Background: an optimization exercise with open tools, aiming at small area, a short achievable clock period and few clock cycles. Do not read the settings as production practice. RTL that was checked went through simulation tests only; none was proved equivalent to the original. No functional check of the RTL was part of runs 7 and 8. Power is estimated from default activity; no workload was simulated.

--- flow/flow/run.sh ---
#!/bin/bash
# Standard layout, with the port buffers made of plain buffers (buf_4)
# instead of the delay cells buffer_ports picks by default.
set -e
echo 'export BUFFER_PORTS_ARGS = -buffer_cell sky130_fd_sc_hd__buf_4' >> config.mk
bash standard.sh > standard.log 2>&1
--- flow/config.mk ---
export PLATFORM = sky130hd
export DESIGN_NAME = lru_page_replacement
export DESIGN_NICKNAME = lru_page_replacement
export VERILOG_FILES = /design/flow/design.v
export SDC_FILE = /design/flow/constraint.sdc
export NUM_CORES = 4
export LEC_CHECK = 0
export ABC_CLOCK_PERIOD_IN_PS = 2200
export CAP_MARGIN = 20
export CORE_MARGIN = 2
export CORE_UTILIZATION = 55
export SETUP_SLACK_MARGIN = 2.45
export SLEW_MARGIN = 20
export BUFFER_PORTS_ARGS = -buffer_cell sky130_fd_sc_hd__buf_4
--- flow/standard.sh ---
#!/bin/bash
# synth_recipe.tcl (not shown) runs the flow's synth.tcl, then flattens the netlist and writes it again
# the make line also repeats each setting of config.mk as NAME=value (left out here)
make -C /OpenROAD-flow-scripts/flow DESIGN_CONFIG=/design/flow/config.mk WORK_HOME=/design/flow/orfs CLKGATE_MAP_FILE= SYNTH_SCRIPT=/design/flow/synth_recipe.tcl "${@:-finish}"
--- flow/constraint.sdc ---
create_clock -name core_clock -period 5.0 [get_ports {clk}]
set_input_delay 1.0000 -clock core_clock [delete_from_list [all_inputs] [get_ports {clk}]]
set_output_delay 1.0000 -clock core_clock [all_outputs]
set_load 0.01 [all_outputs]
--- flow/design.v ---
`timescale 1ns / 1ps
package lru_pkg;
  localparam int FRAME_SLOTS_DEF = 16;
  localparam int PAGE_W       = 16;
  localparam int STAMP_W      = 32;
  localparam int FAULT_CNT_W  = 32;
  localparam int FRAME_USED_W = 4;
  localparam int FRAMES_W     = 5;
  localparam logic [FRAMES_W-1:0] FRAMES_RESET = 5'd3;
  localparam int CFG_DATA_W = 32;
  localparam int CFG_ADDR_W = 2;
  localparam logic [CFG_ADDR_W-1:0] ADDR_FRAMES_IN_USE = 2'd0;
  typedef struct packed {
    logic hit;     
    logic empty;   
  } scan_flags_t;
endpackage
`timescale 1ns / 1ps
`timescale 1ns / 1ps
`timescale 1ns / 1ps
module lru_page_replacement #(
  parameter int FRAME_SLOTS = lru_pkg::FRAME_SLOTS_DEF
) (
  input  logic                             clk,
  input  logic                             rst_n,
  input  logic                             in_valid,
  output logic                             in_ready,
  input  logic [lru_pkg::PAGE_W-1:0]       in_page_number,
  output logic                             out_valid,
  input  logic                             out_ready,
  output logic                             out_fault,
  output logic [lru_pkg::FRAME_USED_W-1:0] out_frame_used,
  output logic                             out_evicted_valid,
  output logic [lru_pkg::PAGE_W-1:0]       out_evicted_page,
  output logic [lru_pkg::FAULT_CNT_W-1:0]  out_fault_total,
  input  logic                             cfg_psel,
  input  logic                             cfg_penable,
  input  logic                             cfg_pwrite,
  input  logic [lru_pkg::CFG_ADDR_W-1:0]   cfg_paddr,
  input  logic [lru_pkg::CFG_DATA_W-1:0]   cfg_pwdata,
  output logic [lru_pkg::CFG_DATA_W-1:0]   cfg_prdata,
  output logic                             cfg_pready
);
  localparam int N  = FRAME_SLOTS;
  localparam int PW = lru_pkg::PAGE_W;
  localparam int IDX_W = (N > 1) ? $clog2(N) : 1;
  logic [lru_pkg::FRAMES_W-1:0] frames_r;
  logic                         cfg_wr;
  logic [N-1:0]                 active;
  logic [N-1:0]                 act_nxt;
  assign cfg_pready = 1'b1;
  assign cfg_wr     = cfg_psel && cfg_penable && cfg_pwrite
                      && (cfg_paddr == lru_pkg::ADDR_FRAMES_IN_USE);
  assign cfg_prdata = (cfg_paddr == lru_pkg::ADDR_FRAMES_IN_USE)
                      ? lru_pkg::CFG_DATA_W'(frames_r) : '0;
  always_comb begin
    for (int k = 0; k < N; k++) begin
      act_nxt[k] = (k == 0) || (32'(cfg_pwdata[lru_pkg::FRAMES_W-1:0]) > k);
    end
  end
  always_ff @(posedge clk) begin
    if (!rst_n) begin
      frames_r <= lru_pkg::FRAMES_RESET;
      active   <= N'((1 << lru_pkg::FRAMES_RESET) - 1);
    end else if (cfg_wr) begin
      frames_r <= cfg_pwdata[lru_pkg::FRAMES_W-1:0];
      active   <= act_nxt;
    end
  end
  logic [PW-1:0] page_r [N];
  logic [N-1:0]  valid_r;
  logic [N-1:0]  rec_r [N];
  logic          b_v, o_v;
  logic [PW-1:0] b_page;
  logic [N-1:0]  b_match;
  logic          go;
  logic          acc;
  logic          commit;
  logic [N-1:0]  use_vec;
  assign go       = !o_v || out_ready;
  assign in_ready = go;
  assign acc      = in_valid && go;
  assign commit   = go && b_v;
  logic [N-1:0] in_match;
  logic         in_eq;
  assign in_eq = (in_page_number == b_page);
  always_comb begin
    for (int k = 0; k < N; k++) begin
      in_match[k] = use_vec[k] ? in_eq
                    : (valid_r[k] && active[k] && (page_r[k] == in_page_number));
    end
  end
  always_ff @(posedge clk) begin
    if (!rst_n) begin
      b_v <= 1'b0;
    end else if (go) begin
      b_v <= acc;
    end
  end
  always_ff @(posedge clk) begin
    if (go) begin
      b_page  <= in_page_number;
      b_match <= in_match;
    end
  end
  logic [N-1:0] m_vec, hit_sel, emp_vec, emp_sel, lru_sel, fill_sel;
  logic         hit, any_emp;
  logic [PW-1:0] lru_page;
  assign m_vec   = b_match;
  assign hit     = |m_vec;
  assign emp_vec = ~valid_r & active;
  always_comb begin
    for (int k = 0; k < N; k++) begin
      hit_sel[k] = m_vec[k];
      for (int j = 0; j < k; j++) begin
        hit_sel[k] = hit_sel[k] && !m_vec[j];
      end
    end
  end
  logic [N-1:0] top;
  logic         any_f, last_emp;
  always_comb begin
    for (int k = 0; k < N; k++) begin
      emp_sel[k] = emp_vec[k] && ((k == 0) || valid_r[(k == 0) ? 0 : k - 1]);
      top[k]     = active[k] && ((k == N - 1) || !active[(k == N - 1) ? k : k + 1]);
    end
  end
  assign any_f    = |emp_vec;
  assign last_emp = |(emp_sel & top);
  always_ff @(posedge clk) begin
    if (!commit) begin
      any_emp <= any_f;
    end else if (!hit && last_emp) begin
      any_emp <= 1'b0;
    end
  end
  always_comb begin
    for (int i = 0; i < N; i++) begin
      lru_sel[i] = active[i];
      for (int j = 0; j < N; j++) begin
        if (j < i) begin
          lru_sel[i] = lru_sel[i] && rec_r[j][i];
        end else if (j > i) begin
          lru_sel[i] = lru_sel[i] && (!active[j] || !rec_r[i][j]);
        end
      end
    end
  end
  always_comb begin
    lru_page = '0;
    for (int k = 0; k < N; k++) begin
      lru_page = lru_page | (page_r[k] & {PW{lru_sel[k]}});
    end
  end
  assign fill_sel = any_emp ? emp_sel : lru_sel;
  assign use_vec  = (hit ? hit_sel : fill_sel) & {N{b_v}};
  always_ff @(posedge clk) begin
    for (int k = 0; k < N; k++) begin
      if (commit && !hit && fill_sel[k]) begin
        page_r[k] <= b_page;
      end
    end
  end
  always_ff @(posedge clk) begin
    if (!rst_n) begin
      valid_r <= '0;
    end else if (commit) begin
      valid_r <= valid_r | (fill_sel & {N{!hit}});
    end
  end
  always_ff @(posedge clk) begin
    for (int i = 0; i < N; i++) begin
      for (int j = i + 1; j < N; j++) begin
        if (commit && use_vec[i]) begin
          rec_r[i][j] <= 1'b1;
        end else if (commit && use_vec[j]) begin
          rec_r[i][j] <= 1'b0;
        end
      end
    end
  end
  function automatic logic [IDX_W-1:0] enc(input logic [N-1:0] v);
    enc = '0;
    for (int k = 0; k < N; k++) begin
      if (v[k]) begin
        enc = enc | IDX_W'(k);
      end
    end
  endfunction
  logic [IDX_W-1:0] use_idx;
  assign use_idx = hit ? enc(hit_sel) : (any_emp ? enc(emp_sel) : enc(lru_sel));
  logic                            fault_r;
  logic [lru_pkg::FRAME_USED_W-1:0] frame_used_r;
  logic                            ev_valid_r;
  logic [PW-1:0]                   ev_page_r;
  logic [lru_pkg::FAULT_CNT_W-1:0] fault_cnt_r;
  always_ff @(posedge clk) begin
    if (!rst_n) begin
      o_v <= 1'b0;
    end else if (go) begin
      o_v <= b_v;
    end
  end
  always_ff @(posedge clk) begin
    if (!rst_n) begin
      fault_cnt_r <= '0;
    end else if (commit && !hit && (fault_cnt_r != '1)) begin
      fault_cnt_r <= fault_cnt_r + 1'b1;
    end
  end
  always_ff @(posedge clk) begin
    if (commit) begin
      fault_r      <= !hit;
      frame_used_r <= lru_pkg::FRAME_USED_W'(use_idx);
      ev_valid_r   <= !hit && !any_emp;
      ev_page_r    <= (!hit && !any_emp) ? lru_page : '0;
    end
  end
  assign out_valid         = o_v;
  assign out_fault         = fault_r;
  assign out_frame_used    = frame_used_r;
  assign out_evicted_valid = ev_valid_r;
  assign out_evicted_page  = ev_page_r;
  assign out_fault_total   = fault_cnt_r;
endmodule
==> results of run 1 <==
-- worst reg2reg max path: cells and delay by family (launching register included) --
family	cells	cell delay (ps)
AOI/OAI and AO/OA	3	740
muxes	1	320
DFF	1	370
buffers and inverters	2	310
and+or+nand+nor	2	680
-- stage by stage --
step           hold WS [ps]  utilization (%)  area (sq um)  std cells
2_1_floorplan           426                -         23900       2072
3_3_place_gp            433             58.7         24700       2584
3_5_place_dp            441             58.7         24700       2584
4_1_cts                 453             65.9         27800       2734
5_1_grt                 471             67.1         28300       2754
6_report                454             67.1         28300       2756
-- synth_stat cells (all sizes together) (21+ instances only) --
library cell  instances  area (sq um)
edfxtp              311          9340
xnor2               221          1940
nand2               191           722
dfxtp               190          3800
nand4               103           659
clkbuf               79           297
buf                  75           474
nand3                72           383
xor2                 72           631
a21o                 66           495
a22o                 56           490
a22oi                52           390
nor2                 51           194
and2                 44           275
a221oi               38           333
nor4                 37           280
and3                 35           219
o21ai                28           140
inv                  26          97.6
nor3                 26           146
a21oi                22           118
o21a                 22           173
or4                  21           161
-- kinds of logic (layout without fill, tap and decap cells) --
family                     Yosys count  count (layout)  synth area share, %
xor gates and xnor gates           293             293                 10.9
buffers and inverters              180             321                 3.69
DFF                                501             501                 55.8
AOI/OAI and AO/OA                  400             401                 13.4
and+or+nand+nor                    647             648                 15.1
adders and majority gates            1               1               0.0532
other                                2              30               0.0319
muxes                               22              22                 1.02
-- path summary, 6_finish.rpt --
path	to	slack (ps)	cells after the start
max	b_match[11]	2250	6
min	rec_r[0][1]	450	1
max reg2reg	b_match[0]	2300	8
min reg2reg	rec_r[0][1]	450	1
-- area by class of cell --
cell class	instances	area share, %
flip-flops and latches	501	46.6
multi-input cells	1393	37.6
repair buffers	201	6.77
clock buffers	66	5.15
well taps	539	2.39
clock inverters	28	0.983
inverters	26	0.429
diodes	2	0.0177
-- routing by layer --
metal,track usage [%],vias to the layer above
met2,62.9,1427
met4,27.7,0
li1,-,7924
met3,8.12,357
met5,0,-
met1,52.1,9466
-- flip-flops by register name (all words and copies together) (netlist names) --
name and flops:
active 15, o_v 1, b_v 1, ev_page_r 16, frames_r 5, fault_r 1
fault_cnt_r 32, rec_r 120, page_r 256, frame_used_r 4, b_page 16, any_emp 1
ev_valid_r 1, valid_r 16, b_match 16
-- power groups by stage --
stage	clock (mW)	combinational [mW]	sequential, mW
2_1_floorplan	0	0.844	5.15
3_3_place_gp	0	1.21	5.30
3_5_place_dp	0	1.23	5.31
4_1_cts	4.00	1.40	5.23
5_1_grt	4.16	1.57	5.29
6_report	4.00	1.51	5.26
-- repair_timing --
item                       4_1_cts  5_1_grt
resized for setup              152       54
buffers inserted                55       19
gates cloned                     1        1
setup endpoints to repair      457      116
pin swaps                       37       16
==> summary.md, run 1 <==
| Metric | Value |
|---|---|
| Reg clk slew, reported paths | 60 ps |
| Vias in the first global route | 17941 |
| Multi-input gate area | 10600 sq um |
| Worst path slowest cell | or4_1 |
| Routed wire length | 91900 um |
| CP Launch Point | in_page_number[4] |
| EDFF count, synth | 311 |
| Met1 wire length | 32900 um |
| Reg power frac | 48.9% |
| Die Ht | 211 um |
| Syn avg cell area | 11.5 sq um |
| Met3 routed WL | 10600 um |
| Worst skew pair latency | 630 ps |
| DP Worst Slack | 1290 ps |
| Cts bufs inserted | 52 |
| H-tree depth | 2 |
| Peak VDD IR | 327 uV |
| Endpoints failing setup | 0 |
| First-pass GRT wire length | 128000 um |
| Via density | 6.96 |
| Final hold violations | 0 |
| Clk pwr share | 37.1% |
| Arrival time at the worst endpoint | 3210 ps |
| Pint | 7.75 mW |
| Setup TNS Final | 0 ps |
| Filler cell count | 3249 |
| Met2 Wirelength | 40800 um |
| Fin crit share | 55.0% |
| Skew final | 41.6 ps |
| Yosys warning total | 3 |
| Largest net degree at the start of global routing | 79 |
| Drt wl/cell | 33.3 um |
| Max_slew headroom | 40.4% |
| Top delay family on crit path | simple AND/OR/NAND/NOR gates |
| Post-synth cell types | 86 |
| Outcome | complete, no violations |
| Slew Limit Fails | 0 |
| Startpoint Class | primary input |
| Hold wc startpoint | rec_r[0][1] |
| CP cell instances | buf_4 > xnor2_1 > nand4_1 > or4_1 > nor4_1 > mux2_2 |
| Fmax | 0.364 GHz |
| Hold crit path type | reg -> reg |
| Cts hold-fix bufs | 0 |
| Min cycle time layout | 2750 ps |
| Yosys reg bits | 501 |
| Via count | 19174 |
| Floorplan row count | 75 |
| Clock sinks | 501 |
| IO buf count | 90 |
| DIE WIDTH | 211 um |
| Critical path fanouts, max | 18 |
| HPWL Detailed | 63100 um |
| Initial Util | 55.9% |
| CTS tree | yes |
| Drt first pass iters | 6 |
| Pwr Total | 10.8 mW |
| RSZ-0062 raised after global routing | yes |
| IO Count | 146 |
| Clk Tree Root Cell | clkbuf_16 |
| Most frequent cells in the layout | edfxtp_1 (311), xnor2_1 (212), nand2_1 (184), dfxtp_1 (178), buf_4 (158) |
| Antenna violations before repair | 2 |
| Top Layer Used | met4 |
| Layout cells sized above 1 | 21.3% |
| RR Startpoint | active[12] |
| Nets@finish | 2233 |
| Syn Inst Count | 2046 |
| Area grow syn2layout | 20.1% |
| GP Congestion | 1.02 |
| Worst Setup Slack, final | 2250 ps |
| Ys flop type | edfxtp_1 |
| Crit Path Class | in -> reg |
| Floorplan core area | 42100 sq um |
| Least-Margin Pin Slew | 894 ps |
| Remaining antenna violation count after routing | 0 |
| Die footprint | 44500 sq um |
| CTS max path bufs | 3 |
| Congestion Overflow GR | 0 |
| Sw frac | 28.0% |
| Sequential share of the synthesized area | 55.8% |
| Most common cell after layout, fill and taps aside | edfxtp_1 |
| Drt initial violations | 2993 |
| Drt drc | 0 |
| WP data required | 5460 ps |
| Async SR Flop Fraction | 0% |
| Crit end category | flop |
| Mapped cell area | 23500 sq um |
| Max incr delay on CP | 590 ps |
| PwrDens | 381 nW/um^2 |
| GRT Util Overall | 40.7% |
| Leakage | 10.4 nW |
| Crit path buffers/inverters | 1 |
| Max cap viols | 0 |
| Sequential cell area | 13200 sq um |
| Combinational share of power | 14.0% |
| NetSw | 3.02 mW |
Testbench counts, summed over its fixed seeds: cycles 8,848.
==> run 2, diff against run 1 <==
--- a/flow/config.mk
+++ b/flow/config.mk
@@ -9,6 +9,6 @@
 export CAP_MARGIN = 20
 export CORE_MARGIN = 2
 export CORE_UTILIZATION = 55
-export SETUP_SLACK_MARGIN = 2.45
+export SETUP_SLACK_MARGIN = 2.4
 export SLEW_MARGIN = 20
 export BUFFER_PORTS_ARGS = -buffer_cell sky130_fd_sc_hd__buf_4
==> summary.md, run 2 <==
| Metric | Value |
|---|---|
| RR Startpoint | active[14] |
| Hold Slack | 457 ps |
| First-pass GRT wire length | 126000 um |
| Final core utilization | 65.8% |
| Congestion Overflow GR | 0 |
| Max FFs per register | 256 |
| DP Worst Slack | 1230 ps |
| Clock sinks | 501 |
| CP Launch Point | in_page_number[15] |
| CTS max path bufs | 3 |
| GRT Util Overall | 40.2% |
| Post-Layout Cell Count | 2738 |
| Final hold violations | 0 |
| Slew Limit Fails | 0 |
| Async SR Flop Fraction | 0% |
| Final instance area | 27700 sq um |
| Via count | 18930 |
| Synth top area share | 39.7% |
| Drt initial violations | 2934 |
| Arrival time at the worst endpoint | 3170 ps |
| H-tree depth | 2 |
| Placed Cells | 2584 |
| Remaining antenna violation count after routing | 0 |
| Fin crit share | 54.0% |
| Most frequent cell after synthesis | edfxtp_1 |
| Crit Path Class | in -> reg |
| Pwr Total | 10.5 mW |
| CTS tree | yes |
| Top cells by area, synth | edfxtp_1 (40%), dfxtp_1 (16%), xnor2_1 (8.2%) |
| Die Ht | 211 um |
| Crit end category | flop |
| Skew final | 33.9 ps |
| Most common cell after layout, fill and taps aside | edfxtp_1 |
| Yosys warning total | 3 |
| Routed wire length | 90400 um |
| Nets@finish | 2214 |
| PwrDens | 377 nW/um^2 |
| Filler cell count | 3294 |
| Vias in the first global route | 17689 |
| Peak VDD IR | 322 uV |
| Reg2reg setup slack | 2360 ps |
| WHS Endpoint | rec_r[0][1] |
| Cell count of the worst hold path | 1 |
| Yosys reg bits | 501 |
| Reg-to-reg endpoint | rec_r[0][7] |
| Critical path fanouts, max | 18 |
| Largest net degree at the start of global routing | 79 |
| Endpoints failing setup | 0 |
| Synth top cells by count | edfxtp_1 (311), xnor2_1 (221), dfxtp_1 (190) |
| Leakage | 10.2 nW |
| Post-synth cell types | 86 |
| EDFF count, synth | 311 |
| Via density | 6.91 |
| Min cycle time layout | 2700 ps |
| Clk Tree Root Cell | clkbuf_16 |
| Max cap viols | 0 |
| Max_slew headroom | 43.4% |
| Startpoint Class | primary input |
| Worst skew pair latency | 620 ps |
| Area grow syn2layout | 17.9% |
| Hold wc startpoint | rec_r[0][1] |
| Initial Util | 55.9% |
| Synth area leader | edfxtp_1 |
| Outcome | complete, no violations |
| Layout cells sized above 1 | 19.3% |
| Syn avg cell area | 11.5 sq um |
| Fmax | 0.371 GHz |
| Setup TNS Final | 0 ps |
| IO Count | 146 |
| Floorplan core area | 42100 sq um |
| Hold crit path type | reg -> reg |
| WP data required | 5470 ps |
| Worst Setup Slack, final | 2300 ps |
| Ys flop type | edfxtp_1 |
| Cts bufs inserted | 52 |
| Drt wl/cell | 33.0 um |
| Mapped cell area | 23500 sq um |
| Drt first pass iters | 6 |
| DIE WIDTH | 211 um |
| Sequential share of the synthesized area | 55.8% |
| Least-Margin Pin Slew | 849 ps |
| RSZ-0062 raised after global routing | yes |
| Floorplan row count | 75 |
| IO buf count | 90 |
| Drt drc | 0 |
| Worst R2R Path Depth | 7 |
| Placed cell area | 24700 sq um |
| HPWL Detailed | 62600 um |
| Largest registers | page_r (256), rec_r (120), fault_cnt_r (32) |
| Most frequent cells in the layout | edfxtp_1 (311), xnor2_1 (216), nand2_1 (183), dfxtp_1 (179), buf_4 (157) |
| Reg clk slew, reported paths | 60 ps |
| GP Congestion | 1.05 |
| Die footprint | 44500 sq um |
| Syn Inst Count | 2046 |
| Antenna violations before repair | 3 |
| Most flops, register | page_r |
run 2: cell counts after synthesis:
Identical to the previous run, type by type.
run 2: cell families (layout without fill, tap and decap cells):
group           Yosys count  after routing  synth area share [%]
simple gates            647            647                  15.1
flops                   501            501                  55.8
compound gates          400            400                  13.4
xor+xnor                293            293                  10.9
buf+inv                 180            306                  3.69
mux                      22             22                  1.02
other cells               2             29                0.0319
fa+ha+maj                 1              1                0.0532
run 2: power breakdown:
part	switching, mW	internal, mW
sequential	0.449	4.81
combinational	0.856	0.574
clock	1.66	2.11
run 2: worst max-delay path by stage:
stage	to	slack, ps	cells past startpoint
after CTS	b_match[6]	2390	6
after detailed placement	rec_r[0][4]	1230	7
final	b_match[12]	2300	6
after floorplan	page_r[7][0]	2380	3
after global routing	ev_page_r[8]	2360	10
after global placement	rec_r[0][4]	1290	7
run 2: layout make-up:
cell class | count | area (sq um) | area share, %
multi-input combinational | 1391 | 10500 | 37.8
timing repair buffer | 183 | 1650 | 5.96
sequential | 501 | 13200 | 47.5
tap | 539 | 674 | 2.43
clock inverter | 24 | 179 | 0.645
inverter | 26 | 125 | 0.451
antenna | 1 | 2.50 | 0.00902
timing repair inverter | 1 | 5.00 | 0.0180
clock buffer | 72 | 1440 | 5.18
run 2: critical path, cell delays in order:
cell,delay [ps]
buf_4,220
xnor2_1,410
nand4_1,190
or4_1,670
nor4_4,410
mux2_2,250
run 2: per-layer routing:
| layer | track usage (%) | part of all wire, % |
|---|---|---|
| met2 | 61.7 | 44 |
| met4 | 27.4 | 8.2 |
| met3 | 7.87 | 11 |
| met5 | 0 | 0 |
| met1 | 51.8 | 37 |
run 2: what timing repair did:
item | CTS | global route
setup buffers | 31 | 25
gates resized for setup | 137 | 40
cloned | 1 | 0
hold buffers | 0 | 0
pin swaps | 22 | 16
endpoints found under the setup margin | 453 | 135
==> run 3, diff against run 2 <==
--- a/flow/config.mk
+++ b/flow/config.mk
@@ -8,7 +8,7 @@
 export ABC_CLOCK_PERIOD_IN_PS = 2200
 export CAP_MARGIN = 20
 export CORE_MARGIN = 2
-export CORE_UTILIZATION = 55
+export CORE_UTILIZATION = 50
 export SETUP_SLACK_MARGIN = 2.4
 export SLEW_MARGIN = 20
 export BUFFER_PORTS_ARGS = -buffer_cell sky130_fd_sc_hd__buf_4
==> summary.md, run 3 <==
| Metric | Value |
|---|---|
| Clk pwr share | 37.9% |
| Via count | 18895 |
| Clk Tree Root Cell | clkbuf_16 |
| Post-Layout Cell Count | 2805 |
| Max_slew headroom | 40.4% |
| Sw frac | 28.0% |
| Cts bufs inserted | 55 |
| Floorplan core area | 46600 sq um |
| Most flops, register | page_r |
| CTS tree | yes |
| Yosys warning total | 3 |
| Syn Inst Count | 2046 |
| Max FFs per register | 256 |
| CTS max path bufs | 3 |
| Remaining antenna violation count after routing | 0 |
| Drt wl/cell | 33.1 um |
| Min cycle time layout | 2760 ps |
| Slew Limit Fails | 0 |
| Fmax | 0.363 GHz |
| Async SR Flop Fraction | 0% |
| Worst skew pair latency | 640 ps |
| Setup TNS Final | 0 ps |
| Clock sinks | 501 |
| WP data required | 5500 ps |
| Synth top cells by count | edfxtp_1 (311), xnor2_1 (221), dfxtp_1 (190) |
| Mapped cell area | 23500 sq um |
| Routed wire length | 92700 um |
| Final core utilization | 59.8% |
| Vias in the first global route | 17654 |
| Max cap viols | 0 |
| IO buf count | 90 |
| Most common cell after layout, fill and taps aside | edfxtp_1 |
| H-tree depth | 2 |
| RSZ-0062 raised after global routing | yes |
| Startpoint Class | primary input |
| Reg power frac | 49.0% |
| Sequential share of the synthesized area | 55.8% |
| Nets@finish | 2209 |
| Endpoints failing setup | 0 |
| Outcome | complete, no violations |
| IO Count | 146 |
| Crit Path Class | in -> reg |
| Placed Cells | 2656 |
| DP Worst Slack | 1270 ps |
| Hold crit path type | reg -> reg |
| Combinational share of power | 13.1% |
| Least-Margin Pin Slew | 894 ps |
| GRT Util Overall | 37.2% |
| Largest net degree at the start of global routing | 79 |
| Syn avg cell area | 11.5 sq um |
| Skew final | 25.7 ps |
| Fin crit share | 55.1% |
| NetSw | 3.01 mW |
| Reg2reg setup slack | 2360 ps |
| Critical path fanouts, max | 18 |
| Area grow syn2layout | 18.2% |
| PwrDens | 386 nW/um^2 |
| Floorplan row count | 79 |
| Most frequent cell after synthesis | edfxtp_1 |
| Die Ht | 221 um |
| Drt first pass iters | 9 |
| Antenna violations before repair | 2 |
| Post-synth cell types | 86 |
| DIE WIDTH | 221 um |
| Leakage | 10.2 nW |
| Multi-input gate area | 10400 sq um |
| Largest registers | page_r (256), rec_r (120), fault_cnt_r (32) |
| Final hold violations | 0 |
| GP Congestion | 1.05 |
| Top cells by area, synth | edfxtp_1 (40%), dfxtp_1 (16%), xnor2_1 (8.2%) |
| EDFF count, synth | 311 |
| Most frequent cells in the layout | edfxtp_1 (311), xnor2_1 (212), nand2_1 (184), dfxtp_1 (177), buf_4 (154) |
| Filler cell count | 3828 |
| Pwr Total | 10.7 mW |
| Peak VDD IR | 345 uV |
| Die footprint | 48800 sq um |
| Initial Util | 50.6% |
| HPWL Detailed | 64000 um |
| Worst Setup Slack, final | 2240 ps |
| Crit end category | flop |
| Arrival time at the worst endpoint | 3260 ps |
| Drt drc | 0 |
| Synth area leader | edfxtp_1 |
| Layout cells sized above 1 | 19.0% |
| Congestion Overflow GR | 0 |
| Reg clk slew, reported paths | 60 ps |
| Via density | 6.74 |
| Yosys reg bits | 501 |
| Sequential cell area | 13200 sq um |
| Ys flop type | edfxtp_1 |
| Drt initial violations | 2929 |
| Synth top area share | 39.7% |
| First-pass GRT wire length | 130000 um |
| Pint | 7.73 mW |
## run 3: worst max-delay path, stage by stage
cell and delay [ps]:
buf_4 220, xnor2_1 480, nand4_1 350, or4_1 630, nor4_2 340, mux2_2 230
## run 3: path summary, 6_finish.rpt
check | from | to | depth (start not counted)
worst max-delay path | in_page_number[8] | b_match[15] | 6
worst min-delay path | rec_r[3][5] | rec_r[3][5] | 1
worst max register to register | rec_r[8][13] | rec_r[10][13] | 7
worst min register to register | rec_r[3][5] | rec_r[3][5] | 1
## run 3: per-layer routing
metal	up-vias	share of wire (%)	global-route usage, %
met5	-	0.014	0
met4	2	8.1	25.7
met3	316	11	6.75
met2	1369	44	56.2
met1	9343	37	48.6
li1	7865	-	-
## run 3: power by group through the flow
| stage | sequential, mW | clock (mW) | combinational (mW) |
|---|---|---|---|
| floorplan | 5.15 | 0 | 0.841 |
| global placement | 5.30 | 0 | 1.21 |
| detailed placement | 5.31 | 0 | 1.23 |
| CTS | 5.24 | 4.09 | 1.35 |
| global route | 5.29 | 4.26 | 1.48 |
| finish | 5.26 | 4.07 | 1.41 |
## run 3: logic make-up (layout without fill, tap and decap cells)
group | count (synthesis) | count (layout) | share of synthesized area (%)
other | 2 | 30 | 0.0319
XOR/XNOR | 293 | 293 | 10.9
adder cells (fa/ha/maj) | 1 | 1 | 0.0532
AND/OR/NAND/NOR | 647 | 647 | 15.1
multiplexers | 22 | 22 | 1.02
buffers and inverters | 180 | 304 | 3.69
AO/OA/AOI/OAI | 400 | 400 | 13.4
flip-flops | 501 | 501 | 55.8
## run 3: timing repair
item                       in CTS  in global routing
setup endpoints to repair     440                 97
gates resized for setup       118                 42
hold buffers                    0                  0
pin swaps                      14                 12
setup buffers                  36                  9
## run 3: through the flow
stage | cell area, sq um | hold slack (ps)
4_1_cts | 27500 | 456
6_report | 27800 | 458
3_3_place_gp | 24800 | 436
3_5_place_dp | 24800 | 440
5_1_grt | 27800 | 470
2_1_floorplan | 23900 | 426
## run 3: layout make-up
cell class / count / share of cell area (%)
Clock buffer: 79 / 5.57
Sequential cell: 501 / 47.4
Tap cell: 607 / 2.73
Antenna cell: 2 / 0.0180
Timing Repair Buffer: 176 / 5.50
Multi-Input combinational cell: 1391 / 37.6
Clock inverter: 23 / 0.819
Inverter: 26 / 0.436
==> run 4, diff against run 3 <==
--- a/flow/config.mk
+++ b/flow/config.mk
@@ -8,7 +8,10 @@
 export ABC_CLOCK_PERIOD_IN_PS = 2200
 export CAP_MARGIN = 20
 export CORE_MARGIN = 2
-export CORE_UTILIZATION = 50
-export SETUP_SLACK_MARGIN = 2.4
+export CORE_UTILIZATION = 55
+export CTS_BUF_LIST = sky130_fd_sc_hd__clkbuf_8 sky130_fd_sc_hd__clkbuf_16
+export CTS_CLUSTER_DIAMETER = 60
+export CTS_CLUSTER_SIZE = 25
+export SETUP_SLACK_MARGIN = 2.5
 export SLEW_MARGIN = 20
 export BUFFER_PORTS_ARGS = -buffer_cell sky130_fd_sc_hd__buf_4
==> summary.md, run 4 <==
| Metric | Value |
|---|---|
| CTS max path bufs | 3 |
| H-tree depth | 2 |
| IO Count | 146 |
| Synth top area share | 39.7% |
| Worst Setup Slack, final | 2340 ps |
| Via count | 19611 |
| Post-synth cell types | 86 |
| Max incr delay on CP | 660 ps |
| Reg2reg setup slack | 2410 ps |
| Mapped cell area | 23500 sq um |
| Skew final | 37.6 ps |
| Routed wire length | 94500 um |
| DIE WIDTH | 211 um |
| Drt first pass iters | 12 |
| WHS Endpoint | rec_r[1][7] |
| Syn avg cell area | 11.5 sq um |
| EDFF count, synth | 311 |
| Sequential share of the synthesized area | 55.8% |
| Leakage | 10.4 nW |
| Remaining antenna violation count after routing | 0 |
| Most flops, register | page_r |
| Synth area leader | edfxtp_1 |
| Clk Tree Root Cell | clkbuf_16 |
| Slew Limit Fails | 0 |
| Most common cell after layout, fill and taps aside | edfxtp_1 |
| CTS tree | yes |
| Crit end category | flop |
| RR Startpoint | active[6] |
| GP Congestion | 1.08 |
| Die footprint | 44500 sq um |
| Largest net degree at the start of global routing | 79 |
| PwrDens | 365 nW/um^2 |
| Largest registers | page_r (256), rec_r (120), fault_cnt_r (32) |
| Yosys warning total | 3 |
| First-pass GRT wire length | 131000 um |
| Drt initial violations | 3655 |
| HPWL Detailed | 62500 um |
| Cell count of the worst hold path | 1 |
| Top delay family on crit path | simple AND/OR/NAND/NOR gates |
| Critical path fanouts, max | 18 |
| Setup TNS Final | 0 ps |
| Initial Util | 55.9% |
| Hold wc startpoint | rec_r[1][7] |
| Yosys reg bits | 501 |
| Synth top cells by count | edfxtp_1 (311), xnor2_1 (221), dfxtp_1 (190) |
| Cts bufs inserted | 41 |
| Crit Path Class | in -> reg |
| Least-Margin Pin Slew | 966 ps |
| Worst R2R Path Depth | 7 |
| Peak VDD IR | 338 uV |
| Ys flop type | edfxtp_1 |
| Cts hold-fix bufs | 0 |
| Fmax | 0.376 GHz |
| Worst skew pair latency | 620 ps |
| Arrival time at the worst endpoint | 3110 ps |
| Pwr Total | 10.3 mW |
| Reg-to-reg endpoint | frame_used_r[2] |
| DP Worst Slack | 1320 ps |
| Area grow syn2layout | 20.2% |
| Max_slew headroom | 35.4% |
| RSZ-0062 raised after global routing | yes |
| Min cycle time layout | 2660 ps |
| Endpoints failing setup | 0 |
| Outcome | complete, no violations |
| Worst path slowest cell | or4_1 |
| Nets@finish | 2242 |
| Hold crit path type | reg -> reg |
| IO buf count | 90 |
| Vias in the first global route | 17901 |
| Antenna violations before repair | 7 |
| Multi-input gate area | 10700 sq um |
| Startpoint Class | primary input |
| CP cell instances | buf_4 > xnor2_1 > nand4_1 > or4_1 > nor4_2 > mux2_1 |
| Floorplan row count | 75 |
| Most frequent cells in the layout | edfxtp_1 (311), xnor2_1 (209), nand2_1 (182), dfxtp_1 (176), buf_4 (166) |
| Reg clk slew, reported paths | 70 ps |
| Fin crit share | 53.2% |
| Die Ht | 211 um |
| Sequential cell area | 13200 sq um |
| Max FFs per register | 256 |
| Max cap viols | 0 |
| Congestion Overflow GR | 0 |
| Drt drc | 0 |
| Async SR Flop Fraction | 0% |
| WP data required | 5450 ps |
| Via density | 7.11 |
| Drt wl/cell | 34.2 um |
| Most frequent cell after synthesis | edfxtp_1 |
| Floorplan core area | 42100 sq um |
| GRT Util Overall | 42.0% |
| Clock sinks | 501 |
| Layout cells sized above 1 | 22.5% |
| Top cells by area, synth | edfxtp_1 (40%), dfxtp_1 (16%), xnor2_1 (8.2%) |
| Syn Inst Count | 2046 |
| Filler cell count | 3250 |
| Crit path buffers/inverters | 1 |
| Final hold violations | 0 |
## run 4: area by class of cell
cell class	instances	area share [%]
Antenna cell	2	0.0177
Multi-Input combinational cell	1392	38.0
Clock inverter	31	1.13
Tap cell	539	2.38
Clock buffer	45	3.94
Inverter	26	0.442
Timing Repair Buffer	222	7.51
Sequential cell	501	46.6
## run 4: worst max path at each step
stage	start	endpoint	slack, ps	depth (start not counted)
CTS	active[14]	ev_page_r[9]	2460	8
detailed placement	b_match[0]	rec_r[1][3]	1320	7
global placement	b_match[8]	rec_r[2][3]	1330	7
global route	in_page_number[5]	b_match[6]	2390	6
finish	in_page_number[5]	b_match[6]	2340	6
floorplan	out_ready	page_r[7][0]	2370	3
## run 4: per-layer routing
layer | routed length [um] | vias up | GRT usage [%]
li1 | - | 7929 | -
met1 | 33600 | 9709 | 54.4
met2 | 41000 | 1555 | 63.4
met3 | 11400 | 414 | 8.92
met4 | 8370 | 4 | 29.4
met5 | 23 | - | 0
## run 4: logic make-up (layout without fill, tap and decap cells)
kind of cell | count (synthesis) | after routing | synth area share (%)
fa+ha+maj | 1 | 1 | 0.0532
other cells | 2 | 30 | 0.0319
simple gates | 647 | 648 | 15.1
buf+inv | 180 | 324 | 3.69
flops | 501 | 501 | 55.8
xor+xnor | 293 | 293 | 10.9
mux | 22 | 22 | 1.02
compound gates | 400 | 400 | 13.4
## run 4: what timing repair did
item	4_1_cts	5_1_grt
pin swaps	39	29
resized for setup	172	76
gates cloned	3	0
setup endpoints to repair	463	176
buffers inserted	72	26
## run 4: where the power goes
part	internal [mW]	switching (mW)	total [mW]	leakage [nW]
logic	0.638	0.913	1.55	5.26
clock network	1.76	1.75	3.50	0.717
registers	4.80	0.470	5.27	4.46
total	7.20	3.13	10.3	10.4
## run 4: metrics by stage
step / instance area, sq um / utilization [%] / hold WS, ps / instances
floorplan: 23900 / - / 426 / 2072
global placement: 24700 / 58.6 / 434 / 2579
detailed placement: 24700 / 58.6 / 440 / 2579
CTS: 27700 / 65.7 / 457 / 2730
global route: 28300 / 67.1 / 485 / 2756
finish: 28300 / 67.1 / 462 / 2758
==> run 5, diff against run 4 <==
--- a/flow/config.mk
+++ b/flow/config.mk
@@ -12,6 +12,6 @@
 export CTS_BUF_LIST = sky130_fd_sc_hd__clkbuf_8 sky130_fd_sc_hd__clkbuf_16
 export CTS_CLUSTER_DIAMETER = 60
 export CTS_CLUSTER_SIZE = 25
-export SETUP_SLACK_MARGIN = 2.5
+export SETUP_SLACK_MARGIN = 2.55
 export SLEW_MARGIN = 20
 export BUFFER_PORTS_ARGS = -buffer_cell sky130_fd_sc_hd__buf_4
==> summary.md, run 5 <==
| Metric | Value |
|---|---|
| Met3 routed WL | 10600 um |
| Drt first pass iters | 7 |
| Die footprint | 44500 sq um |
| Die Ht | 211 um |
| Synth top cells by count | edfxtp_1 (311), xnor2_1 (221), dfxtp_1 (190) |
| PwrDens | 359 nW/um^2 |
| Async SR Flop Fraction | 0% |
| Worst R2R Path Depth | 8 |
| CTS max path bufs | 3 |
| H-tree depth | 2 |
| EDFF count, synth | 311 |
| Max_slew headroom | 39.4% |
| WHS Endpoint | frames_r[2] |
| Reg-to-reg endpoint | ev_page_r[13] |
| Placed Cells | 2582 |
| Peak VDD IR | 284 uV |
| IO buf count | 90 |
| Reg clk slew, reported paths | 70 ps |
| Max cap viols | 0 |
| Largest net degree at the start of global routing | 79 |
| Final hold violations | 0 |
| Fin crit share | 52.6% |
| IO Count | 146 |
| CTS tree | yes |
| Yosys warning total | 3 |
| Outcome | complete, no violations |
| Fmax | 0.380 GHz |
| Critical path fanouts, max | 18 |
| Startpoint Class | primary input |
| Synth area leader | edfxtp_1 |
| GP Congestion | 1.07 |
| Area grow syn2layout | 22.7% |
| Setup TNS Final | 0 ps |
| Largest registers | page_r (256), rec_r (120), fault_cnt_r (32) |
| Least-Margin Pin Slew | 908 ps |
| Synth top area share | 39.7% |
| Ys flop type | edfxtp_1 |
| Most frequent cell after synthesis | edfxtp_1 |
| Reg2reg setup slack | 2460 ps |
| Mapped cell area | 23500 sq um |
| Initial Util | 55.9% |
| Met2 Wirelength | 40700 um |
| RR Startpoint | active[14] |
| WP data required | 5450 ps |
| Top Layer Used | met4 |
| Cts bufs inserted | 39 |
| Hold crit path type | reg -> reg |
| Most flops, register | page_r |
| Nets@finish | 2284 |
| Clk Tree Root Cell | clkbuf_16 |
| Cell count of the worst hold path | 2 |
| GRT Util Overall | 41.2% |
| Worst Setup Slack, final | 2370 ps |
| Endpoints failing setup | 0 |
| Skew final | 46.9 ps |
| Yosys reg bits | 501 |
| Antenna violations before repair | 2 |
| Via count | 19473 |
| Met1 wire length | 33500 um |
| Top cells by area, synth | edfxtp_1 (40%), dfxtp_1 (16%), xnor2_1 (8.2%) |
| HPWL Detailed | 62300 um |
| Max FFs per register | 256 |
| Top delay family on crit path | simple AND/OR/NAND/NOR gates |
| Clock sinks | 501 |
| Slew Limit Fails | 0 |
| Drt wl/cell | 33.2 um |
| Hold Slack | 464 ps |
| Syn Inst Count | 2046 |
| Leakage | 10.7 nW |
| Congestion Overflow GR | 0 |
| Floorplan row count | 75 |
| Drt initial violations | 2971 |
| DP Worst Slack | 1300 ps |
| Crit Path Class | in -> reg |
| Min cycle time layout | 2630 ps |
| Worst skew pair latency | 610 ps |
| Post-synth cell types | 86 |
| Arrival time at the worst endpoint | 3080 ps |
| RSZ-0062 raised after global routing | yes |
| Crit end category | flop |
| Max incr delay on CP | 510 ps |
| Via density | 6.96 |
| Crit path buffers/inverters | 1 |
| Most frequent cells in the layout | edfxtp_1 (311), xnor2_1 (209), buf_4 (197), nand2_1 (179), dfxtp_1 (175) |
| Floorplan core area | 42100 sq um |
| Worst path slowest cell | nand4_1 |
| Layout cells sized above 1 | 25.0% |
| Sequential share of the synthesized area | 55.8% |
| Vias in the first global route | 17910 |
| Post-Layout Cell Count | 2797 |
| Remaining antenna violation count after routing | 0 |
| Syn avg cell area | 11.5 sq um |
| First-pass GRT wire length | 129000 um |
| Routed wire length | 93000 um |
| Drt drc | 0 |
| DIE WIDTH | 211 um |
| Hold wc startpoint | frames_r[2] |
| CP cell instances | buf_4 > xor2_1 > nor4_1 > nand4_1 > nor4_4 > mux2_4 |
| Most common cell after layout, fill and taps aside | edfxtp_1 |
-- run 5: cell counts after synthesis --
Identical to the previous run, type by type.
-- run 5: layout make-up --
| cell class | count | area, sq um |
|---|---|---|
| clock buffer | 43 | 1080 |
| clock inverter | 28 | 298 |
| multi-input combinational | 1393 | 10900 |
| antenna | 2 | 5.00 |
| timing repair buffer | 265 | 2550 |
| fill | 3183 | 13300 |
| inverter | 26 | 135 |
| sequential | 501 | 13200 |
| tap | 539 | 674 |
-- run 5: through the flow --
stage	util [%]	power, mW	area [sq um]
after floorplan	-	6.01	24000
after global placement	58.6	6.52	24700
after detailed placement	58.6	6.54	24700
after CTS	66.1	10.1	27900
after global routing	68.5	10.6	28900
final	68.5	10.4	28900
-- run 5: logic make-up after synthesis --
kind of cell	Yosys count	synth area share, %
other	2	0.0319
adders and majority gates	1	0.0532
muxes	22	1.02
AOI/OAI and AO/OA	400	13.4
xor gates and xnor gates	293	10.9
buffers and inverters	180	3.69
and+or+nand+nor	647	15.1
DFF	501	55.8
-- run 5: timing repair --
item,4_1_cts,5_1_grt
cloned,3,1
pin swaps,48,58
hold buffers,0,0
setup buffers,83,55
resized for setup,191,119
endpoints found under the setup margin,464,213
-- run 5: worst register-to-register path: stages (launching register included) --
cell      delay (ps)
dfxtp_4          380
buf_4            140
buf_4            130
a22o_1           250
a211oi_4         310
and3_4           470
a22o_1           330
nor3_1            80
a31oi_1          260
-- run 5: worst max-delay path by stage --
stage | start | endpoint | slack (ps) | depth (start not counted)
after floorplan | out_ready | page_r[7][0] | 2380 | 3
after global placement | b_match[8] | rec_r[0][4] | 1310 | 7
after detailed placement | b_match[8] | rec_r[0][4] | 1300 | 7
after CTS | active[8] | frame_used_r[1] | 2370 | 7
after global routing | active[12] | b_match[2] | 2430 | 8
final | in_page_number[12] | b_match[0] | 2370 | 6
-- run 5: report_power, final --
| group | total, mW | internal (mW) | switching (mW) |
|---|---|---|---|
| clock network | 3.41 | 1.66 | 1.75 |
| registers | 5.26 | 4.80 | 0.457 |
| logic | 1.70 | 0.742 | 0.953 |
| total | 10.4 | 7.21 | 3.16 |
-- run 5: metal layers --
layer  track usage [%]  up-vias
met1              53.3     9573
met4              29.8        0
li1                  -     8002
met5                 0        -
met2              61.8     1518
met3              8.33      380
==> run 6, diff against run 5 <==
--- a/flow/config.mk
+++ b/flow/config.mk
@@ -12,6 +12,6 @@
 export CTS_BUF_LIST = sky130_fd_sc_hd__clkbuf_8 sky130_fd_sc_hd__clkbuf_16
 export CTS_CLUSTER_DIAMETER = 60
 export CTS_CLUSTER_SIZE = 25
-export SETUP_SLACK_MARGIN = 2.55
+export SETUP_SLACK_MARGIN = 2.6
 export SLEW_MARGIN = 20
 export BUFFER_PORTS_ARGS = -buffer_cell sky130_fd_sc_hd__buf_4
==> summary.md, run 6 <==
| Metric | Value |
|---|---|
| Yosys reg bits | 501 |
| Largest net degree at the start of global routing | 79 |
| Worst Setup Slack, final | 2460 ps |
| EDFF count, synth | 311 |
| Max_slew headroom | 37.5% |
| Most common cell after layout, fill and taps aside | edfxtp_1 |
| Min cycle time layout | 2540 ps |
| Drt drc | 0 |
| Peak VDD IR | 367 uV |
| Endpoints failing setup | 0 |
| Multi-input gate area | 11200 sq um |
| Via count | 19459 |
| Congestion Overflow GR | 0 |
| Least-Margin Pin Slew | 938 ps |
| CTS tree | yes |
| CTS max path bufs | 3 |
| Final core utilization | 69.2% |
| Max FFs per register | 256 |
| H-tree depth | 2 |
| Crit end category | flop |
| Max cap viols | 0 |
| RSZ-0062 raised after global routing | yes |
| Crit Path Class | in -> reg |
| Yosys warning total | 3 |
| Sequential cell area | 13200 sq um |
| Filler cell count | 3093 |
| Pwr Total | 10.4 mW |
| Most flops, register | page_r |
| Largest registers | page_r (256), rec_r (120), fault_cnt_r (32) |
| Fmax | 0.394 GHz |
| GRT Util Overall | 41.5% |
| DIE WIDTH | 211 um |
| Skew final | 50.2 ps |
| WP data required | 5460 ps |
| Synth top area share | 39.7% |
| Leakage | 10.8 nW |
| Arrival time at the worst endpoint | 3000 ps |
| Top cells by area, synth | edfxtp_1 (40%), dfxtp_1 (16%), xnor2_1 (8.2%) |
| HPWL Detailed | 62300 um |
| Antenna violations before repair | 2 |
| Critical path fanouts, max | 18 |
| First-pass GRT wire length | 130000 um |
| Cell count of the worst hold path | 1 |
| Most frequent cell after synthesis | edfxtp_1 |
| Area grow syn2layout | 24.0% |
| Syn avg cell area | 11.5 sq um |
| Most frequent cells in the layout | edfxtp_1 (311), xnor2_1 (207), buf_4 (181), nand2_1 (178), dfxtp_1 (176) |
| Slew Limit Fails | 0 |
| Drt initial violations | 3361 |
| Floorplan core area | 42100 sq um |
| Setup TNS Final | 0 ps |
| Startpoint Class | primary input |
| Async SR Flop Fraction | 0% |
| GP Congestion | 1.04 |
| Initial Util | 55.9% |
| Die Ht | 211 um |
| DP Worst Slack | 1330 ps |
| Layout cells sized above 1 | 25.4% |
| Drt wl/cell | 33.7 um |
| Cts bufs inserted | 38 |
| Via density | 6.97 |
| Die footprint | 44500 sq um |
| Fin crit share | 50.8% |
| Vias in the first global route | 18059 |
| PwrDens | 356 nW/um^2 |
| Sequential share of the synthesized area | 55.8% |
| IO buf count | 90 |
| Remaining antenna violation count after routing | 0 |
| Hold crit path type | reg -> reg |
| Synth area leader | edfxtp_1 |
| Final hold violations | 0 |
| Nets@finish | 2282 |
| IO Count | 146 |
| Clk Tree Root Cell | clkbuf_16 |
| Reg clk slew, reported paths | 100 ps |
| Floorplan row count | 75 |
| Cts hold-fix bufs | 0 |
| Antenna diodes | 0 |
| Worst R2R Path Depth | 7 |
| Outcome | complete, no violations |
| Syn Inst Count | 2046 |
| Synth top cells by count | edfxtp_1 (311), xnor2_1 (221), dfxtp_1 (190) |
| Mapped cell area | 23500 sq um |
| Worst skew pair latency | 620 ps |
| Post-synth cell types | 86 |
| Clock sinks | 501 |
| Routed wire length | 94000 um |
| Drt first pass iters | 6 |
| Ys flop type | edfxtp_1 |
==> run 6: cell counts after synthesis <==
No cell type changed its count.
==> run 6: worst max-delay path, cell delays in order <==
cell and delay [ps]:
buf_4 310, xnor2_1 160, nand4_1 300, or4_1 640, nor4_2 360, mux2_4 230
==> run 6: layer usage <==
layer	routed length [um]	vias up	GRT usage (%)
li1	-	8017	-
met1	33700	9516	53.4
met2	40900	1533	62.9
met3	11300	389	8.39
met4	8090	4	29.4
met5	25	-	0
==> run 6: layout make-up <==
cell class | instances | area share, %
tap | 539 | 2.31
timing repair buffer | 263 | 9.09
sequential | 501 | 45.2
inverter | 26 | 0.416
clock inverter | 29 | 1.21
clock buffer | 41 | 3.52
multi-input combinational | 1394 | 38.3
==> run 6: what timing repair did <==
action / CTS / global route
cloned: 4 / 3
buffers inserted: 84 / 47
resized for setup: 221 / 133
setup endpoints to repair: 466 / 236
pin swaps: 49 / 56
==> run 6: per-stage QoR <==
stage,cell area [sq um],hold WS (ps),std cells
final,29200,464,2793
after global routing,29200,483,2793
after CTS,28100,461,2743
after detailed placement,24800,442,2585
after global placement,24800,433,2585
after floorplan,24100,426,2072
==> run 6: cell families (layout without fill, tap and decap cells) <==
kind of cell	after synthesis	after routing	share of synthesized area (%)
AOI/OAI and AO/OA	400	401	13.4
xor gates and xnor gates	293	293	10.9
adders and majority gates	1	1	0.0532
buffers and inverters	180	359	3.69
DFF	501	501	55.8
muxes	22	22	1.02
other	2	28	0.0319
and+or+nand+nor	647	649	15.1
==> run 6: final timing paths <==
| path | startpoint | slack (ps) | to |
|---|---|---|---|
| max | in_page_number[5] | 2460 | b_match[3] |
| min | rec_r[3][5] | 460 | rec_r[3][5] |
| max reg2reg | active[12] | 2460 | b_match[0] |
| min reg2reg | rec_r[3][5] | 460 | rec_r[3][5] |
==> run 6: power breakdown <==
part | internal (mW) | total (mW) | leakage (nW) | switching [mW]
sequential | 4.80 | 5.26 | 4.46 | 0.462
combinational | 0.717 | 1.67 | 5.65 | 0.951
clock | 1.69 | 3.44 | 0.665 | 1.75
==> run 7, diff against run 6 <==
--- a/flow/design.v
+++ b/flow/design.v
@@ -134,18 +134,46 @@
       any_emp <= 1'b0;
     end
   end
+  logic [N-1:0] av_vec, lru_r, lru_x, lru_x_excl, lru_nx, below_lru;
+  logic         no_lru, lru_hit, lru_used;
+  assign av_vec     = valid_r & active;
+  assign lru_x_excl = lru_r & {N{b_v}};
   always_comb begin
     for (int i = 0; i < N; i++) begin
-      lru_sel[i] = active[i];
+      lru_x[i] = av_vec[i] && !lru_x_excl[i];
       for (int j = 0; j < N; j++) begin
         if (j < i) begin
-          lru_sel[i] = lru_sel[i] && rec_r[j][i];
+          lru_x[i] = lru_x[i] && (lru_x_excl[j] || rec_r[j][i]);
         end else if (j > i) begin
-          lru_sel[i] = lru_sel[i] && (!active[j] || !rec_r[i][j]);
+          lru_x[i] = lru_x[i] && (!av_vec[j] || lru_x_excl[j] || !rec_r[i][j]);
         end
       end
     end
   end
+  assign lru_nx = (|lru_x) ? lru_x : lru_r;
+  assign no_lru = !(|lru_r);
+  always_comb begin
+    for (int k = 0; k < N; k++) begin
+      below_lru[k] = 1'b0;
+      for (int j = k + 1; j < N; j++) begin
+        below_lru[k] = below_lru[k] || lru_r[j];
+      end
+    end
+  end
+  assign lru_hit  = (|(m_vec & lru_r)) && !(|(m_vec & below_lru));
+  assign lru_used = hit ? lru_hit : !any_emp;
+  always_ff @(posedge clk) begin
+    if (!b_v) begin
+      lru_r <= lru_x;
+    end else if (go) begin
+      if (no_lru) begin
+        lru_r <= emp_sel;
+      end else if (lru_used) begin
+        lru_r <= lru_nx;
+      end
+    end
+  end
+  assign lru_sel = lru_r;
   always_comb begin
     lru_page = '0;
     for (int k = 0; k < N; k++) begin
@@ -156,7 +184,7 @@
   assign use_vec  = (hit ? hit_sel : fill_sel) & {N{b_v}};
   always_ff @(posedge clk) begin
     for (int k = 0; k < N; k++) begin
-      if (commit && !hit && fill_sel[k]) begin
+      if (commit && use_vec[k]) begin
         page_r[k] <= b_page;
       end
     end
@@ -165,7 +193,7 @@
     if (!rst_n) begin
       valid_r <= '0;
     end else if (commit) begin
-      valid_r <= valid_r | (fill_sel & {N{!hit}});
+      valid_r <= valid_r | use_vec;
     end
   end
   always_ff @(posedge clk) begin
==> flow/run.sh (new file) <==
#!/bin/bash
# synth_recipe.tcl (not shown) runs the flow's synth.tcl, then flattens the netlist and writes it again
# the make line also repeats each setting of config.mk as NAME=value (left out here)
make -C /OpenROAD-flow-scripts/flow DESIGN_CONFIG=/design/flow/config.mk WORK_HOME=/design/flow/orfs CLKGATE_MAP_FILE= SYNTH_SCRIPT=/design/flow/synth_recipe.tcl finish
==> flow/config.mk (replaced) <==
export PLATFORM = sky130hd
export DESIGN_NAME = lru_page_replacement
export DESIGN_NICKNAME = lru_page_replacement
export VERILOG_FILES = /design/flow/design.v
export SDC_FILE = /design/flow/constraint.sdc
export NUM_CORES = 4
export LEC_CHECK = 0
export ABC_CLOCK_PERIOD_IN_PS = 2200
export CAP_MARGIN = 20
export CORE_MARGIN = 2
export CORE_UTILIZATION = 55
export SETUP_SLACK_MARGIN = 2.3
export SLEW_MARGIN = 20
removed: flow/flow/run.sh
removed: flow/standard.sh
==> summary.md, run 7 <==
| Metric | Value |
|---|---|
| Outcome | complete, no violations |
| Layout cells sized above 1 | 21.3% |
| Floorplan row count | 77 |
| Post-synth cell types | 75 |
| Critical path fanouts, max | 8 |
| Nets@finish | 2548 |
| Peak VDD IR | 332 uV |
| Hold crit path type | reg -> reg |
| Syn Inst Count | 2217 |
| Via count | 22082 |
| Endpoints failing setup | 0 |
| Synth top area share | 40.4% |
| Most flops, register | page_r |
| Fmax | 0.333 GHz |
| CTS tree | yes |
| Most common cell after layout, fill and taps aside | edfxtp_1 |
| Slew Limit Fails | 0 |
| IO Count | 146 |
| Top cells by area, synth | edfxtp_1 (40%), dfxtp_1 (16%), xor2_1 (6.3%) |
| Skew final | 34.4 ps |
| Most frequent cells in the layout | edfxtp_1 (327), nand2_1 (275), dfxtp_1 (182), xor2_1 (175), buf_4 (171) |
| Synth top cells by count | edfxtp_1 (327), nand2_1 (294), dfxtp_1 (190) |
| RSZ-0062 raised after global routing | yes |
| Mapped cell area | 24300 sq um |
| Largest net degree at the start of global routing | 53 |
| Syn avg cell area | 11.0 sq um |
| Clk Tree Root Cell | clkbuf_16 |
| Post-Layout Cell Count | 3128 |
| Yosys warning total | 3 |
| Crit end category | flop |
| Synth area leader | edfxtp_1 |
| Drt wl/cell | 33.9 um |
| EDFF count, synth | 327 |
| Antenna violations before repair | 2 |
| Arrival time at the worst endpoint | 3340 ps |
| Initial Util | 55.3% |
| Worst skew pair latency | 640 ps |
| Remaining antenna violation count after routing | 0 |
| Placed Cells | 2836 |
| Largest registers | page_r (256), rec_r (120), fault_cnt_r (32) |
| Yosys reg bits | 517 |
| Drt first pass iters | 6 |
| Die Ht | 214 um |
| Startpoint Class | flop |
| Antenna diodes | 0 |
| Async SR Flop Fraction | 0% |
| Leakage | 11.5 nW |
| Least-Margin Pin Slew | 1060 ps |
| Max FFs per register | 256 |
| Congestion Overflow GR | 0 |
| Vias in the first global route | 19942 |
| WP data required | 5340 ps |
| H-tree depth | 2 |
| Drt initial violations | 4502 |
| Max_slew headroom | 29.1% |
| Crit Path Class | reg -> reg |
| Max cap viols | 0 |
| CTS max path bufs | 3 |
| Die footprint | 45900 sq um |
| Reg clk slew, reported paths | 70 ps |
| First-pass GRT wire length | 145000 um |
| Fin crit share | 60.0% |
| Drt drc | 0 |
| Cts hold-fix bufs | 0 |
| Most frequent cell after synthesis | edfxtp_1 |
| Cts bufs inserted | 54 |
| Clock sinks | 517 |
| GP Congestion | 1.03 |
| HPWL Detailed | 68000 um |
| Ys flop type | edfxtp_1 |
| DIE WIDTH | 214 um |
| Min cycle time layout | 3000 ps |
| Routed wire length | 106000 um |
| GRT Util Overall | 44.2% |
| Area grow syn2layout | 26.3% |
| Final hold violations | 0 |
| Floorplan core area | 43900 sq um |
| Setup TNS Final | 0 ps |
| Sequential share of the synthesized area | 56.0% |
| Via density | 7.06 |
| IO buf count | 90 |
| PwrDens | 382 nW/um^2 |
[run 7: stage by stage]
stage          hold WS [ps]  utilization (%)  worst slack, ps  total power, mW  cell area [sq um]
3_5_place_dp            447             59.2              913             7.09              26000
4_1_cts                 455             68.1             2130             11.5              29900
2_1_floorplan           432                -             2040             6.39              24600
6_report                454             69.9             2000             11.7              30700
5_1_grt                 486             69.9             2010             12.0              30700
3_3_place_gp            443             59.2              936             7.06              26000
[run 7: cells by family after synthesis]
group | count (synthesis) | synth area share, %
and+or+nand+nor | 705 | 14.6
buffers and inverters | 199 | 3.70
other | 2 | 0.0309
DFF | 517 | 56.0
AOI/OAI and AO/OA | 482 | 14.2
muxes | 21 | 0.865
adders and majority gates | 1 | 0.0515
xor gates and xnor gates | 290 | 10.4
[run 7: final cells by class]
class | count | area [sq um]
clock buffers | 77 | 1610
clock inverters | 25 | 289
fillers | 3245 | 13200
inverters | 34 | 191
multi-input cells | 1531 | 10700
flip-flops and latches | 517 | 13600
well taps | 592 | 741
repair buffers | 351 | 3560
repair inverters | 1 | 5.00
[run 7: final timing paths]
path / startpoint / endpoint / slack [ps] / cells past startpoint
max: valid_r[6] / lru_r[15] / 2000 / 10
min: frames_r[2] / frames_r[2] / 450 / 2
max reg2reg: valid_r[6] / lru_r[15] / 2000 / 10
min reg2reg: frames_r[2] / frames_r[2] / 450 / 2
[run 7: layer usage]
layer	GRT usage (%)	up-vias	part of all wire, %
li1	-	8782	-
met1	62.1	10719	36
met2	61.6	2127	41
met3	15.9	450	17
met4	19.2	4	5.6
met5	0	-	0.025
[run 7: power by group]
part | internal [mW] | total [mW] | leakage, nW | switching (mW)
Combinational | 0.708 | 1.70 | 5.93 | 0.988
Sequential | 5.03 | 5.73 | 4.63 | 0.698
Clock | 2.50 | 4.31 | 0.942 | 1.81
[run 7: repair_timing]
item                                    CTS  global route
buffers inserted                        134            44
cloned                                    8             4
hold endpoints to repair                  0             0
resized for setup                       216            92
pin swaps                                33            30
endpoints found under the setup margin  446           328
[run 7: critical path, stage by stage (launching register included)]
cell and delay (ps):
dfxtp_1 490, nand2_2 180, a21oi_4 290, o221ai_1 200, nor4_2 400, nand4_1 290, nand4_1 220, nor4_4 80
o311ai_4 240, buf_4 170, buf_8 130
==> run 8, diff against run 7 <==
--- a/flow/config.mk
+++ b/flow/config.mk
@@ -9,5 +9,8 @@
 export CAP_MARGIN = 20
 export CORE_MARGIN = 2
 export CORE_UTILIZATION = 55
+export CTS_BUF_LIST = sky130_fd_sc_hd__clkbuf_8 sky130_fd_sc_hd__clkbuf_16
+export CTS_CLUSTER_DIAMETER = 60
+export CTS_CLUSTER_SIZE = 25
 export SETUP_SLACK_MARGIN = 2.3
 export SLEW_MARGIN = 20
==> summary.md, run 8 <==
| Metric | Value |
|---|---|
| IO buf count | 90 |
| Cell count of the worst hold path | 2 |
| Pwr Total | 11.0 mW |
| CTS max path bufs | 3 |
| Hold crit path type | reg -> reg |
| Reg clk slew, reported paths | 80 ps |
| Least-Margin Pin Slew | 1050 ps |
| EDFF count, synth | 327 |
| Synth top area share | 40.4% |
| Vias in the first global route | 19900 |
| Die footprint | 45900 sq um |
| Floorplan core area | 43900 sq um |
| Largest registers | page_r (256), rec_r (120), fault_cnt_r (32) |
| CP dominant cell by count | nand4_1 |
| Slew Limit Fails | 0 |
| Outcome | complete, no violations |
| Via count | 22117 |
| Syn avg cell area | 11.0 sq um |
| Clk Tree Root Cell | clkbuf_16 |
| Routed wire length | 107000 um |
| Via density | 7.10 |
| Endpoints failing setup | 0 |
| WP data required | 5320 ps |
| Drt first pass iters | 12 |
| Die Ht | 214 um |
| Sw frac | 32.4% |
| IO Count | 146 |
| H-tree depth | 2 |
| Max cap viols | 0 |
| Setup TNS Final | 0 ps |
| Worst skew pair latency | 610 ps |
| Area grow syn2layout | 25.4% |
| Floorplan row count | 77 |
| Worst path slowest cell | dfxtp_1 |
| Peak VDD IR | 325 uV |
| Drt drc | 0 |
| Initial Util | 55.3% |
| Crit end category | flop |
| Fin crit share | 61.4% |
| Layout cells sized above 1 | 21.2% |
| Largest net degree at the start of global routing | 53 |
| Yosys warning total | 3 |
| Remaining antenna violation count after routing | 0 |
| Fmax | 0.326 GHz |
| Placed Cells | 2836 |
| Cts bufs inserted | 40 |
| Most flops, register | page_r |
| Crit path buffers/inverters | 2 |
| CTS tree | yes |
| NetSw | 3.56 mW |
| Max FFs per register | 256 |
| Reg power frac | 52.1% |
| Ys flop type | edfxtp_1 |
| Top cells by area, synth | edfxtp_1 (40%), dfxtp_1 (16%), xor2_1 (6.3%) |
| Yosys reg bits | 517 |
| Combinational share of power | 16.1% |
| Most frequent cell after synthesis | edfxtp_1 |
| Synth top cells by count | edfxtp_1 (327), nand2_1 (294), dfxtp_1 (190) |
| RSZ-0062 raised after global routing | yes |
| Max_slew headroom | 29.8% |
| Max incr delay on CP | 510 ps |
| Skew final | 24.5 ps |
| Post-synth cell types | 75 |
| Sequential share of the synthesized area | 56.0% |
| GP Congestion | 1.03 |
| DIE WIDTH | 214 um |
| GRT Util Overall | 44.2% |
| Startpoint Class | flop |
| Congestion Overflow GR | 0 |
| Most common cell after layout, fill and taps aside | edfxtp_1 |
| Post-Layout Cell Count | 3114 |
| Final hold violations | 0 |
| Worst R2R Path Depth | 10 |
| HPWL Detailed | 68000 um |
| Top delay family on crit path | simple AND/OR/NAND/NOR gates |
| Syn Inst Count | 2217 |
| Async SR Flop Fraction | 0% |
| Drt initial violations | 4361 |
| CP cell instances | nand2_1 > a21oi_2 > o21ai_0 > nor3_1 > nand4_1 > nand4_1 > nor4_4 > o311ai_4 > buf_4 > buf_8 |
| Synth area leader | edfxtp_1 |
| Critical path depth | 10 |
| Pint | 7.44 mW |
| Min cycle time layout | 3070 ps |
| Mapped cell area | 24300 sq um |
| Arrival time at the worst endpoint | 3390 ps |
| PwrDens | 361 nW/um^2 |
| First-pass GRT wire length | 145000 um |
| Final core utilization | 69.4% |
| Clk pwr share | 31.8% |
| Critical path fanouts, max | 8 |
| Nets@finish | 2547 |
| Antenna violations before repair | 2 |
| Leakage | 11.4 nW |
| Clock sinks | 517 |
| Most frequent cells in the layout | edfxtp_1 (327), nand2_1 (267), dfxtp_1 (179), buf_4 (179), xor2_1 (174) |
| Drt wl/cell | 34.2 um |
| Crit Path Class | reg -> reg |
[run 8: cell counts after synthesis]
Identical to the previous run, type by type.
[run 8: worst paths after layout]
kind / from / endpoint / slack (ps)
max: valid_r[4] / lru_r[6] / 1930
min: frames_r[2] / frames_r[2] / 460
max reg2reg: valid_r[4] / lru_r[6] / 1930
min reg2reg: frames_r[2] / frames_r[2] / 460
[run 8: per-stage QoR]
step | setup slack (ps) | area, sq um | hold WS (ps)
6_report | 1930 | 30500 | 458
5_1_grt | 2000 | 30500 | 492
4_1_cts | 2090 | 29400 | 458
3_5_place_dp | 913 | 26000 | 447
3_3_place_gp | 936 | 26000 | 443
2_1_floorplan | 2040 | 24600 | 432
[run 8: layout make-up]
| class | count | area, sq um |
|---|---|---|
| multi-input cells | 1531 | 10700 |
| diodes | 1 | 2.50 |
| repair inverters | 1 | 5.00 |
| clock buffers | 43 | 1050 |
| inverters | 34 | 200 |
| repair buffers | 364 | 3760 |
| well taps | 592 | 741 |
| fillers | 3298 | 13400 |
| flip-flops and latches | 517 | 13600 |
| clock inverters | 31 | 354 |
[run 8: layer usage]
layer  global-route usage, %  part of all wire, %  vias to the layer above
met4                    20.3                  5.8                        4
met3                    16.0                   18                      456
met2                    61.4                   40                     2198
met1                    61.8                   36                    10669
met5                       0                0.084                        -
li1                        -                    -                     8790
[run 8: cell families after synthesis]
logic type	count (synthesis)	synth area share, %
adders and majority gates	1	0.0515
xor gates and xnor gates	290	10.4
and+or+nand+nor	705	14.6
muxes	21	0.865
other	2	0.0309
AOI/OAI and AO/OA	482	14.2
buffers and inverters	199	3.70
DFF	517	56.0
[run 8: timing repair]
item,in CTS,in global routing
endpoints found under the setup margin,442,376
pin swaps,29,37
buffers inserted,137,52
cloned,9,5
hold buffers,0,0
resized for setup,204,127
endpoints found under the hold margin,0,0
[run 8: worst min-delay path: stages, from the launching register on]
cell     delay [ps]
dfxtp_1         310
nand2_1          50
a21oi_1          50
[run 8: power groups by stage]
stage / registers (mW) / clock network, mW / logic (mW)
4_1_cts: 5.65 / 3.47 / 1.57
2_1_floorplan: 5.47 / 0 / 0.925
3_3_place_gp: 5.77 / 0 / 1.29
3_5_place_dp: 5.78 / 0 / 1.31
6_report: 5.73 / 3.49 / 1.77
5_1_grt: 5.74 / 3.63 / 1.86

port drivers added, routing unchanged:
In the flow no input, the clock included, has a driving cell. The finished layouts below were timed again as built, in two steps.
Step 1, drivers: a clkbuf_16 drives clk and a buf_2 each remaining input, both assumed.
Step 2, shift: input delay + t, output delay - t, t = (earliest + latest rising clock arrival at the registers) / 2. This alone moves slack from input paths to output paths.
Three values: ideal, step 1, step 2; two values: the first two.
| run | t (ns) | setup WS [ns] | hold WS [ns] |
|---|---|---|---|
| run 1 | 0.671 | 2.251 / 2.292 / 1.621 | 0.454 / 0.454 / 0.454 |
| run 2 | 0.663 | 2.301 / 2.330 / 1.667 | 0.457 / 0.457 / 0.457 |
| run 3 | 0.686 | 2.244 / 2.280 / 1.594 | 0.458 / 0.458 / 0.458 |
| run 4 | 0.656 | 2.339 / 2.369 / 1.713 | 0.462 / 0.462 / 0.462 |
| run 5 | 0.651 | 2.368 / 2.408 / 1.756 | 0.464 / 0.464 / 0.464 |
| run 6 | 0.657 | 2.460 / 2.441 / 1.841 | 0.464 / 0.464 / 0.464 |
| run 7 | 0.683 | 2.001 / 2.001 / 1.592 | 0.454 / 0.454 / 0.454 |
| run 8 | 0.658 | 1.928 / 1.928 / 1.661 | 0.458 / 0.458 / 0.458 |
After both steps every run listed still meets setup and hold. For run 3, which loses most, drivers alone change the setup slack by +0.036 ns; drivers and shift together by -0.650 ns.
